Context: an optimization exercise on an open-source flow, tuned for a short achievable clock period and low power. The choices shown serve that exercise and are no tape-out recipe.
Only simulation tests tie the RTL to the original design; equivalence was not proved.
No activity file was given, so power comes from the tool's default toggle rates.

[design/flow/config.mk]
export PLATFORM = sky130hd
export DESIGN_NAME = cpu_top
export DESIGN_NICKNAME = cpu_top
export VERILOG_FILES = /design/flow/design.v
export SDC_FILE = /design/flow/constraint.sdc
export NUM_CORES = 4
export LEC_CHECK = 0
export CAP_MARGIN = 20
export CORE_MARGIN = 2
export CORE_UTILIZATION = 40
export SLEW_MARGIN = 20
[design/flow/constraint.sdc]
create_clock -name core_clock -period 7.0 [get_ports {clk}]
set_input_delay 1.4000 -clock core_clock [delete_from_list [all_inputs] [get_ports {clk}]]
set_output_delay 1.4000 -clock core_clock [all_outputs]
set_load 0.01 [all_outputs]
[design/flow/design.v]
package cpu_pkg;
    typedef enum logic [7-1:0] {
        OP_MOV_A_B = 7'h00, OP_MOV_B_A = 7'h01, OP_MOV_A_LIT = 7'h02, OP_MOV_B_LIT = 7'h03,
        OP_ADD_A_B = 7'h04, OP_ADD_B_A = 7'h05, OP_ADD_A_LIT = 7'h06, OP_ADD_B_LIT = 7'h07,
        OP_SUB_A_B = 7'h08, OP_SUB_B_A = 7'h09, OP_SUB_A_LIT = 7'h0A, OP_SUB_B_LIT = 7'h0B,
        OP_AND_A_B = 7'h0C, OP_AND_B_A = 7'h0D, OP_AND_A_LIT = 7'h0E, OP_AND_B_LIT = 7'h0F,
        OP_OR_A_B  = 7'h10, OP_OR_B_A  = 7'h11, OP_OR_A_LIT  = 7'h12, OP_OR_B_LIT  = 7'h13,
        OP_NOT_A_A = 7'h14, OP_NOT_A_B = 7'h15, OP_NOT_B_A   = 7'h16, OP_NOT_B_B   = 7'h17,
        OP_XOR_A_B = 7'h18, OP_XOR_B_A = 7'h19, OP_XOR_A_LIT = 7'h1A, OP_XOR_B_LIT = 7'h1B,
        OP_SHL_A_A = 7'h1C, OP_SHL_A_B = 7'h1D, OP_SHL_B_A   = 7'h1E, OP_SHL_B_B   = 7'h1F,
        OP_SHR_A_A = 7'h20, OP_SHR_A_B = 7'h21, OP_SHR_B_A   = 7'h22, OP_SHR_B_B   = 7'h23,
        OP_INC_B   = 7'h24,
        OP_ADD_A_DIR = 7'h2C, OP_SUB_A_DIR = 7'h30, OP_AND_A_DIR = 7'h34,   
        OP_OR_A_DIR  = 7'h38, OP_XOR_A_DIR = 7'h3F,
        OP_NOT_DIR_A = 7'h3C, OP_SHL_DIR_A = 7'h43,                         
        OP_INC_DIR   = 7'h49, OP_RST_DIR   = 7'h4B
    } opcode_e;
    typedef enum logic [3:0] {
        ALU_ADD = 4'd0,
        ALU_SUB = 4'd1,
        ALU_AND = 4'd2,
        ALU_OR  = 4'd3,
        ALU_XOR = 4'd4,
        ALU_NOT = 4'd5,    
        ALU_SHL = 4'd6,
        ALU_SHR = 4'd7     
    } alu_op_e;
    typedef enum logic [1:0] {
        SRC_A_REG_A = 2'b00,
        SRC_A_REG_B = 2'b01,
        SRC_A_ZERO  = 2'b10,
        SRC_A_ONE   = 2'b11    
    } src_a_e;
    typedef enum logic [1:0] {
        SRC_B_REG_B = 2'b00,
        SRC_B_MEM   = 2'b01,   
        SRC_B_LIT   = 2'b10,
        SRC_B_ZERO  = 2'b11
    } src_b_e;
    typedef struct packed {
        logic z;
        logic n;
        logic c;
        logic v;
    } status_t;
endpackage
module control_unit (
    input  logic              instr_valid,
    input  cpu_pkg::opcode_e  opcode,
    output logic              load_a,
    output logic              load_b,
    output logic              mem_write,
    output logic              load_flags,
    output cpu_pkg::src_a_e   src_a,
    output cpu_pkg::src_b_e   src_b,
    output cpu_pkg::alu_op_e  alu_op
);
    logic    known;        
    logic    active;
    logic    dst_a;
    logic    dst_b;
    logic    dst_mem;
    cpu_pkg::src_a_e  sel_a;
    cpu_pkg::src_b_e  sel_b;
    cpu_pkg::alu_op_e op;
    always_comb begin
        known   = 1'b1;
        op      = cpu_pkg::ALU_ADD;
        sel_a   = cpu_pkg::SRC_A_REG_A;
        sel_b   = cpu_pkg::SRC_B_REG_B;   
        case (opcode)
            cpu_pkg::OP_MOV_A_B, cpu_pkg::OP_MOV_B_A, cpu_pkg::OP_MOV_A_LIT, cpu_pkg::OP_MOV_B_LIT,
            cpu_pkg::OP_ADD_A_B, cpu_pkg::OP_ADD_B_A, cpu_pkg::OP_ADD_A_LIT, cpu_pkg::OP_ADD_B_LIT, cpu_pkg::OP_ADD_A_DIR,
            cpu_pkg::OP_INC_B, cpu_pkg::OP_INC_DIR, cpu_pkg::OP_RST_DIR:                          op = cpu_pkg::ALU_ADD;
            cpu_pkg::OP_SUB_A_B, cpu_pkg::OP_SUB_B_A, cpu_pkg::OP_SUB_A_LIT, cpu_pkg::OP_SUB_B_LIT, cpu_pkg::OP_SUB_A_DIR: op = cpu_pkg::ALU_SUB;
            cpu_pkg::OP_AND_A_B, cpu_pkg::OP_AND_B_A, cpu_pkg::OP_AND_A_LIT, cpu_pkg::OP_AND_B_LIT, cpu_pkg::OP_AND_A_DIR: op = cpu_pkg::ALU_AND;
            cpu_pkg::OP_OR_A_B, cpu_pkg::OP_OR_B_A, cpu_pkg::OP_OR_A_LIT, cpu_pkg::OP_OR_B_LIT, cpu_pkg::OP_OR_A_DIR:      op = cpu_pkg::ALU_OR;
            cpu_pkg::OP_XOR_A_B, cpu_pkg::OP_XOR_B_A, cpu_pkg::OP_XOR_A_LIT, cpu_pkg::OP_XOR_B_LIT, cpu_pkg::OP_XOR_A_DIR: op = cpu_pkg::ALU_XOR;
            cpu_pkg::OP_NOT_A_A, cpu_pkg::OP_NOT_A_B, cpu_pkg::OP_NOT_B_A, cpu_pkg::OP_NOT_B_B, cpu_pkg::OP_NOT_DIR_A:     op = cpu_pkg::ALU_NOT;
            cpu_pkg::OP_SHL_A_A, cpu_pkg::OP_SHL_A_B, cpu_pkg::OP_SHL_B_A, cpu_pkg::OP_SHL_B_B, cpu_pkg::OP_SHL_DIR_A:     op = cpu_pkg::ALU_SHL;
            cpu_pkg::OP_SHR_A_A, cpu_pkg::OP_SHR_A_B, cpu_pkg::OP_SHR_B_A, cpu_pkg::OP_SHR_B_B:                   op = cpu_pkg::ALU_SHR;
            default:                                                   known = 1'b0;
        endcase
        case (opcode)
            cpu_pkg::OP_MOV_A_B, cpu_pkg::OP_MOV_A_LIT, cpu_pkg::OP_ADD_A_B, cpu_pkg::OP_ADD_A_LIT,
            cpu_pkg::OP_SUB_A_B, cpu_pkg::OP_SUB_A_LIT, cpu_pkg::OP_AND_A_B, cpu_pkg::OP_AND_A_LIT,
            cpu_pkg::OP_OR_A_B, cpu_pkg::OP_OR_A_LIT, cpu_pkg::OP_XOR_A_B, cpu_pkg::OP_XOR_A_LIT,
            cpu_pkg::OP_NOT_A_A, cpu_pkg::OP_NOT_A_B, cpu_pkg::OP_SHL_A_A, cpu_pkg::OP_SHL_A_B,
            cpu_pkg::OP_SHR_A_A, cpu_pkg::OP_SHR_A_B, cpu_pkg::OP_ADD_A_DIR, cpu_pkg::OP_SUB_A_DIR,
            cpu_pkg::OP_AND_A_DIR, cpu_pkg::OP_OR_A_DIR, cpu_pkg::OP_XOR_A_DIR:
                dst_a = 1'b1;
            default: dst_a = 1'b0;
        endcase
        case (opcode)
            cpu_pkg::OP_MOV_B_A, cpu_pkg::OP_MOV_B_LIT, cpu_pkg::OP_ADD_B_A, cpu_pkg::OP_ADD_B_LIT,
            cpu_pkg::OP_SUB_B_A, cpu_pkg::OP_SUB_B_LIT, cpu_pkg::OP_AND_B_A, cpu_pkg::OP_AND_B_LIT,
            cpu_pkg::OP_OR_B_A, cpu_pkg::OP_OR_B_LIT, cpu_pkg::OP_XOR_B_A, cpu_pkg::OP_XOR_B_LIT,
            cpu_pkg::OP_NOT_B_A, cpu_pkg::OP_NOT_B_B, cpu_pkg::OP_SHL_B_A, cpu_pkg::OP_SHL_B_B,
            cpu_pkg::OP_SHR_B_A, cpu_pkg::OP_SHR_B_B, cpu_pkg::OP_INC_B:
                dst_b = 1'b1;
            default: dst_b = 1'b0;
        endcase
        case (opcode)
            cpu_pkg::OP_NOT_DIR_A, cpu_pkg::OP_SHL_DIR_A, cpu_pkg::OP_INC_DIR, cpu_pkg::OP_RST_DIR:
                dst_mem = 1'b1;
            default: dst_mem = 1'b0;
        endcase
        case (opcode)
            cpu_pkg::OP_ADD_B_LIT, cpu_pkg::OP_SUB_B_LIT, cpu_pkg::OP_AND_B_LIT, cpu_pkg::OP_OR_B_LIT, cpu_pkg::OP_XOR_B_LIT,
            cpu_pkg::OP_NOT_A_B, cpu_pkg::OP_NOT_B_B, cpu_pkg::OP_SHL_A_B, cpu_pkg::OP_SHL_B_B, cpu_pkg::OP_SHR_A_B, cpu_pkg::OP_SHR_B_B:
                sel_a = cpu_pkg::SRC_A_REG_B;
            cpu_pkg::OP_MOV_A_B, cpu_pkg::OP_MOV_A_LIT, cpu_pkg::OP_MOV_B_LIT, cpu_pkg::OP_RST_DIR:
                sel_a = cpu_pkg::SRC_A_ZERO;   
            cpu_pkg::OP_INC_B, cpu_pkg::OP_INC_DIR:
                sel_a = cpu_pkg::SRC_A_ONE;
            default: ;
        endcase
        case (opcode)
            cpu_pkg::OP_MOV_A_LIT, cpu_pkg::OP_MOV_B_LIT, cpu_pkg::OP_ADD_A_LIT, cpu_pkg::OP_ADD_B_LIT, cpu_pkg::OP_SUB_A_LIT,
            cpu_pkg::OP_SUB_B_LIT, cpu_pkg::OP_AND_A_LIT, cpu_pkg::OP_AND_B_LIT, cpu_pkg::OP_OR_A_LIT, cpu_pkg::OP_OR_B_LIT,
            cpu_pkg::OP_XOR_A_LIT, cpu_pkg::OP_XOR_B_LIT:
                sel_b = cpu_pkg::SRC_B_LIT;
            cpu_pkg::OP_ADD_A_DIR, cpu_pkg::OP_SUB_A_DIR, cpu_pkg::OP_AND_A_DIR, cpu_pkg::OP_OR_A_DIR, cpu_pkg::OP_XOR_A_DIR,
            cpu_pkg::OP_INC_DIR:
                sel_b = cpu_pkg::SRC_B_MEM;
            cpu_pkg::OP_MOV_B_A, cpu_pkg::OP_RST_DIR:
                sel_b = cpu_pkg::SRC_B_ZERO;
            default: ;
        endcase
    end
    assign active     = instr_valid && known;   
    assign load_a     = active && dst_a;
    assign load_b     = active && dst_b;
    assign mem_write  = active && dst_mem;
    assign load_flags = active;
    assign src_a      = active ? sel_a : cpu_pkg::SRC_A_REG_A;
    assign src_b      = active ? sel_b : cpu_pkg::SRC_B_REG_B;
    assign alu_op     = active ? op : cpu_pkg::ALU_ADD;
endmodule
module execute_unit (
    input  cpu_pkg::src_a_e         src_a,
    input  cpu_pkg::src_b_e         src_b,
    input  cpu_pkg::alu_op_e        alu_op,
    input  logic [8-1:0]      reg_a,
    input  logic [8-1:0]      reg_b,
    input  logic [8-1:0]      literal,
    input  logic [8-1:0]      mem_rdata,
    output logic [8-1:0]      result,
    output cpu_pkg::status_t        next_flags
);
    localparam int MSB = 8 - 1;
    logic [8-1:0] op_x;
    logic [8-1:0] op_y;
    logic [8:0]   wide;     
    logic               carry;
    logic               ovf;
    always_comb begin
        case (src_a)
            cpu_pkg::SRC_A_REG_A: op_x = reg_a;
            cpu_pkg::SRC_A_REG_B: op_x = reg_b;
            cpu_pkg::SRC_A_ZERO:  op_x = '0;
            default:     op_x = {{MSB{1'b0}}, 1'b1};
        endcase
        case (src_b)
            cpu_pkg::SRC_B_REG_B: op_y = reg_b;
            cpu_pkg::SRC_B_MEM:   op_y = mem_rdata;
            cpu_pkg::SRC_B_LIT:   op_y = literal;
            default:     op_y = '0;
        endcase
    end
    always_comb begin
        wide   = '0;
        result = '0;
        carry  = 1'b0;
        ovf    = 1'b0;
        case (alu_op)
            cpu_pkg::ALU_ADD: begin
                wide   = {1'b0, op_x} + {1'b0, op_y};
                result = wide[MSB:0];
                carry  = wide[8];
                ovf    = (op_x[MSB] == op_y[MSB]) && (result[MSB] != op_x[MSB]);
            end
            cpu_pkg::ALU_SUB: begin
                wide   = {1'b0, op_x} - {1'b0, op_y};
                result = wide[MSB:0];
                carry  = wide[8];   
                ovf    = (op_x[MSB] != op_y[MSB]) && (result[MSB] != op_x[MSB]);
            end
            cpu_pkg::ALU_AND: result = op_x & op_y;
            cpu_pkg::ALU_OR:  result = op_x | op_y;
            cpu_pkg::ALU_XOR: result = op_x ^ op_y;
            cpu_pkg::ALU_NOT: result = ~op_x;
            cpu_pkg::ALU_SHL: begin
                result = {op_x[MSB-1:0], 1'b0};
                carry  = op_x[MSB];
            end
            cpu_pkg::ALU_SHR: begin
                result = {1'b0, op_x[MSB:1]};
                carry  = op_x[0];
            end
            default: ;
        endcase
    end
    assign next_flags = {(result == '0), result[MSB], carry, ovf};   
endmodule
module register_bank (
    input  logic                clk,
    input  logic                arst_n,
    input  logic                load_a,
    input  logic                load_b,
    input  logic                load_flags,
    input  logic [8-1:0]  result,
    input  cpu_pkg::status_t    next_flags,
    output logic [8-1:0]  reg_a,
    output logic [8-1:0]  reg_b,
    output cpu_pkg::status_t    flags
);
    always_ff @(posedge clk or negedge arst_n) begin
        if (!arst_n) begin
            reg_a <= '0;
        end else if (load_a) begin
            reg_a <= result;
        end
    end
    always_ff @(posedge clk or negedge arst_n) begin
        if (!arst_n) begin
            reg_b <= '0;
        end else if (load_b) begin
            reg_b <= result;
        end
    end
    always_ff @(posedge clk or negedge arst_n) begin
        if (!arst_n) begin
            flags <= '0;
        end else if (load_flags) begin
            flags <= next_flags;
        end
    end
endmodule
module data_memory (
    input  logic                clk,
    input  logic                mem_write,
    input  logic [8-1:0]  addr,
    input  logic [8-1:0]  wdata,
    output logic [8-1:0]  rdata
);
    logic [8-1:0] mem [256];
    assign rdata = mem[addr];   
    always_ff @(posedge clk) begin
        if (mem_write) begin
            mem[addr] <= wdata;
        end
    end
endmodule
module cpu_top (
    input  logic                clk,
    input  logic                arst_n,
    input  logic                instr_valid,
    input  logic [7-1:0] opcode,      
    input  logic [8-1:0]  literal,
    output logic [8-1:0]  reg_a,
    output logic [8-1:0]  reg_b,
    output logic [3:0]          flags         
);
    logic               load_a;
    logic               load_b;
    logic               mem_write;
    logic               load_flags;
    cpu_pkg::src_a_e src_a;
    cpu_pkg::src_b_e src_b;
    cpu_pkg::alu_op_e alu_op;
    logic [8-1:0] result;
    logic [8-1:0] mem_rdata;
    cpu_pkg::status_t next_flags;
    control_unit u_control (
        .instr_valid (instr_valid),
        .opcode      (cpu_pkg::opcode_e'(opcode)),
        .load_a      (load_a),
        .load_b      (load_b),
        .mem_write   (mem_write),
        .load_flags  (load_flags),
        .src_a       (src_a),
        .src_b       (src_b),
        .alu_op      (alu_op)
    );
    execute_unit u_execute (
        .src_a       (src_a),
        .src_b       (src_b),
        .alu_op      (alu_op),
        .reg_a       (reg_a),
        .reg_b       (reg_b),
        .literal     (literal),
        .mem_rdata   (mem_rdata),
        .result      (result),
        .next_flags  (next_flags)
    );
    register_bank u_regs (
        .clk         (clk),
        .arst_n      (arst_n),
        .load_a      (load_a),
        .load_b      (load_b),
        .load_flags  (load_flags),
        .result      (result),
        .next_flags  (next_flags),
        .reg_a       (reg_a),
        .reg_b       (reg_b),
        .flags       (flags)
    );
    data_memory u_dmem (
        .clk         (clk),
        .mem_write   (mem_write),
        .addr        (literal),
        .wdata       (result),
        .rdata       (mem_rdata)
    );
endmodule
[design/flow/run.sh]
#!/bin/bash
# synth_recipe.tcl (not shown) runs the flow's synth.tcl, then flattens the netlist and writes it again
# the make line also repeats each setting of config.mk as NAME=value (left out here)
make -C /OpenROAD-flow-scripts/flow DESIGN_CONFIG=/design/flow/config.mk WORK_HOME=/design/flow/orfs CLKGATE_MAP_FILE= SYNTH_SCRIPT=/design/flow/synth_recipe.tcl finish
==> flow_metrics.py <==
metrics = {
    "run_status": {
        "status": "timing/DRC/antenna clean",
    },
    "cts": {
        "insertion_delay_ns": 0.86,
        "numClockSinks": 2068,
        "holdBufCountCts": 0,
        "cts_root_buffer": "clkbuf_16",
        "post-cts-setup-buffer-count": 0,
        "ctsResizeCount": 0,
        "cts_tree": "yes",
        "cts.path.max_buffers": 3,
        "numCtsBuffers": 204,
        "htreeDepth": 4,
        "cts.clk_slew.worst_paths_ns": 0.06,
    },
    "flow_run": {
        "max-cap-violations": 0,
    },
    "worst_setup_path": {
        "crit_fanout": 128,
        "ff2ff_path_depth": 18,
        "setup.worst_path.start_class": "input port",
        "timing.rr.start": "u_dmem.mem[239][1]$_DFFE_PP_",
        "cp.required_ns": 7.54,
        "path_class": "in2reg",
        "r2r-end": "u_dmem.mem[120][5]$_DFFE_PP_",
        "r2r_slack_ns": 1.44,
        "arrival_ns": 7.20,
        "critPathCaptureType": "register",
    },
    "logic_synthesis": {
        "synth_top_area_share_pct": 75.0,
        "synthTopCellsByCount": "2048 x edfxtp_1, 649 x mux4_2, 294 x nor2_1, 101 x clkbuf_1, 71 x buf_2",
        "synthFlopType": "edfxtp_1",
        "yosys_warnings": 4,
        "syn_inst": 3698,
        "ys_ff_latch": 2068,
        "yosys-top-cells-area": "edfxtp_1 75%, mux4_2 18%, nor2_1 1.3%",
        "synth_cell_type_count": 82,
        "synth.avg_cell_area_um2": 22.2,
        "yosysSeqAreaShare_pct": 75.6,
        "syn_nets": 3753,
        "synth_edf_count": 2048,
        "synth.most_common_cell": "edfxtp_1",
        "synth_top_area_cell": "edfxtp_1",
        "syn-cell-area_mm2": 0.0820,
        "async_flop_share_pct": 0.967,
    },
    "route": {
        "met1_length_mm": 89.3,
        "wl_met2_mm": 101,
        "ant_nets": 0,
        "via_count": 40500,
        "routedWlPerCell_um": 30.1,
        "drt_first_pass_iters": 6,
        "viasPerCell": 5.74,
        "dr_wl_met3_mm": 16.0,
        "drtIter0Drc": 4832,
        "wl_mm": 212,
        "routed.top_layer": "met4",
        "drcViolationCount": 0,
    },
    "floorplanning": {
        "fp.dieH_um": 457,
        "core_mm2": 0.204,
        "start_util_pct": 40.2,
        "boundaryPins": 38,
        "dieArea_mm2": 0.209,
        "die_w_um": 457,
        "rows": 166,
    },
    "global_route": {
        "grt_overflow": 0,
        "grt_pass1_vias": 41100,
        "grt_pass1_wl_mm": 306,
        "grt_usage_pct": 20.3,
        "antenna_found_initial": 3,
        "grt_max_degree": 157,
    },
    "final_layout": {
        "drive_gt1_share_pct": 34.2,
        "synthToLayoutAreaGrowth_pct": 17.1,
        "utilization_pct": 47.1,
        "design_area_mm2": 0.0961,
        "fin_nets": 4245,
        "fillers": 16600,
    },
    "min_path": {
        "min_to": "u_regs.flags[1]$_DFFE_PN0P_",
        "hp-class": "reg2reg",
        "hold_depth": 2,
        "hp-start": "u_regs.flags[1]$_DFFE_PN0P_",
    },
    "power_and_ir_drop": {
        "powerDensity_mw_per_mm2": 382,
        "leakage_uw": 0.0305,
        "irDropWorstVdd_v": 0.000733,
    },
    "timing": {
        "setup_viol": 0,
        "max_freq_ghz": 0.150,
        "rsz0062_at_grt": "no",
        "relSlewSlack_pct": 26.6,
        "worstMarginPinSlew_ns": 1.10,
        "slew_violations": 0,
        "fin_crit_ns": 6.66,
        "finalCritPeriodShare_pct": 95.2,
        "hold_viol": 0,
        "finClkSkew_ns": 0.0509,
    },
    "place": {
        "dpl-instance-area_mm2": 0.0894,
        "gp_congestion": 0.886,
        "dp_hpwl_mm": 138,
        "io_buffer_count": 37,
    },
}
## layout make-up
class | count | area [um2] | area share (%)
multi-input cells | 1378 | 19100 | 19.9
clock buffers | 240 | 5300 | 5.52
repair buffers | 505 | 4820 | 5.01
flip-flops and latches | 2068 | 62000 | 64.5
inverters | 33 | 139 | 0.145
clock inverters | 136 | 1380 | 1.43
diodes | 4 | 10.0 | 0.0104
well taps | 2688 | 3360 | 3.50
## placed cells by master, fill, tap and decap left out, types with 24 or more instances in the layout
cell,instances
edfxtp_1,2048
mux4_2,649
buf_4,394
nor2_1,292
clkbuf_16,207
buf_12,74
nand2_1,52
clkinv_1,46
clkinv_2,39
nand3_1,36
clkbuf_1,33
ha_1,32
o22ai_1,31
clkdlybuf4s50_1,31
inv_1,28
a21oi_1,28
bufinv_16,24
## routing by layer
layer  track usage [%]  up-vias
met2              32.2     1666
met4              5.50        0
met5                 0        -
met1              28.8    21900
li1                  -    16700
met3              3.90      298
## power by group
| part | internal [uW] | switching [uW] | total, uW |
|---|---|---|---|
| registers | 18000 | 83.1 | 18100 |
| logic | 2090 | 5600 | 7700 |
| clock network | 6300 | 4690 | 11000 |
| total | 26400 | 10400 | 36700 |
## how the worst max path moves through the flow
stage               startpoint                            to  slack [ns]  cells past startpoint
global route         opcode[1]  u_dmem.mem[117][6]$_DFFE_PP_        0.07                     20
CTS                  opcode[1]  u_dmem.mem[117][6]$_DFFE_PP_        0.48                     20
global placement     opcode[1]  u_dmem.mem[174][6]$_DFFE_PP_       -0.38                     21
floorplan            opcode[2]    u_dmem.mem[0][3]$_DFFE_PP_       -4.32                     11
detailed placement   opcode[0]  u_dmem.mem[122][6]$_DFFE_PP_       -0.37                     20
finish               opcode[1]  u_dmem.mem[117][6]$_DFFE_PP_        0.34                     20
## worst max-delay path: stages
cell             delay [ns]
clkdlybuf4s50_1        0.59
inv_1                  0.13
ha_1                   0.29
and3b_2                0.28
a211oi_4               0.06
o31a_1                 0.26
or3_1                  0.50
buf_4                  0.24
o21bai_1               0.19
nor4_1                 0.74
a22o_1                 0.24
a22oi_1                0.13
ha_1                   0.42
buf_4                  0.15
inv_1                  0.05
o21bai_1               0.25
xnor2_1                0.19
a221oi_2               0.10
o21ai_4                0.40
buf_12                 0.45
## per-stage QoR
| step | setup TNS (ns) | setup slack, ns | std cells | total power (uW) | hold slack [ns] |
|---|---|---|---|---|---|
| after floorplan | -4770.52 | -4.32 | 3698 | 21900 | 0.515 |
| after detailed placement | -185.63 | -0.372 | 6671 | 26100 | 0.506 |
| final | 0 | 0.338 | 7052 | 36700 | 0.515 |
| after global placement | -214.18 | -0.376 | 6671 | 25700 | 0.495 |
| after global routing | 0 | 0.0735 | 7049 | 38000 | 0.565 |
| after CTS | 0 | 0.481 | 7047 | 36900 | 0.519 |
## cells by family after synthesis
| logic type | after synthesis | share of synthesized area [%] |
|---|---|---|
| and+or+nand+nor | 475 | 2.55 |
| adders and majority gates | 37 | 0.583 |
| xor gates and xnor gates | 7 | 0.0747 |
| buffers and inverters | 252 | 1.32 |
| DFF | 2068 | 75.6 |
| AOI/OAI and AO/OA | 176 | 1.62 |
| muxes | 683 | 18.3 |
## registers in the layout, summed over array words and instances (netlist names)
signal        count
u_regs.reg_a      8
u_regs.flags      4
u_regs.reg_b      8
u_dmem.mem     2048

static timing again, ports no longer ideal:
Ports are ideal in the flow. The routed layout listed here was re-timed in OpenROAD. Step 1 assumes that a clkbuf_16 drives the clock port and a buf_2 every other input. Step 2 times the ports against the registers' clock, not the clock port: input delays grow and output delays shrink by t, the midpoint of the rising clock arrivals with the driver on. Three values: no drivers, after step 1, after step 2; two values: the first two.
t, ns: 0.917
setup slack, ns: 0.338 / 0.391 / -0.527
worst setup path at the end: input to register
pins driven straight from the clock port: 1
Met with ideal ports but missed after step 2: setup timing in this run. For this run, drivers alone change the setup slack by +0.053 ns; drivers and shift together by -0.865 ns.
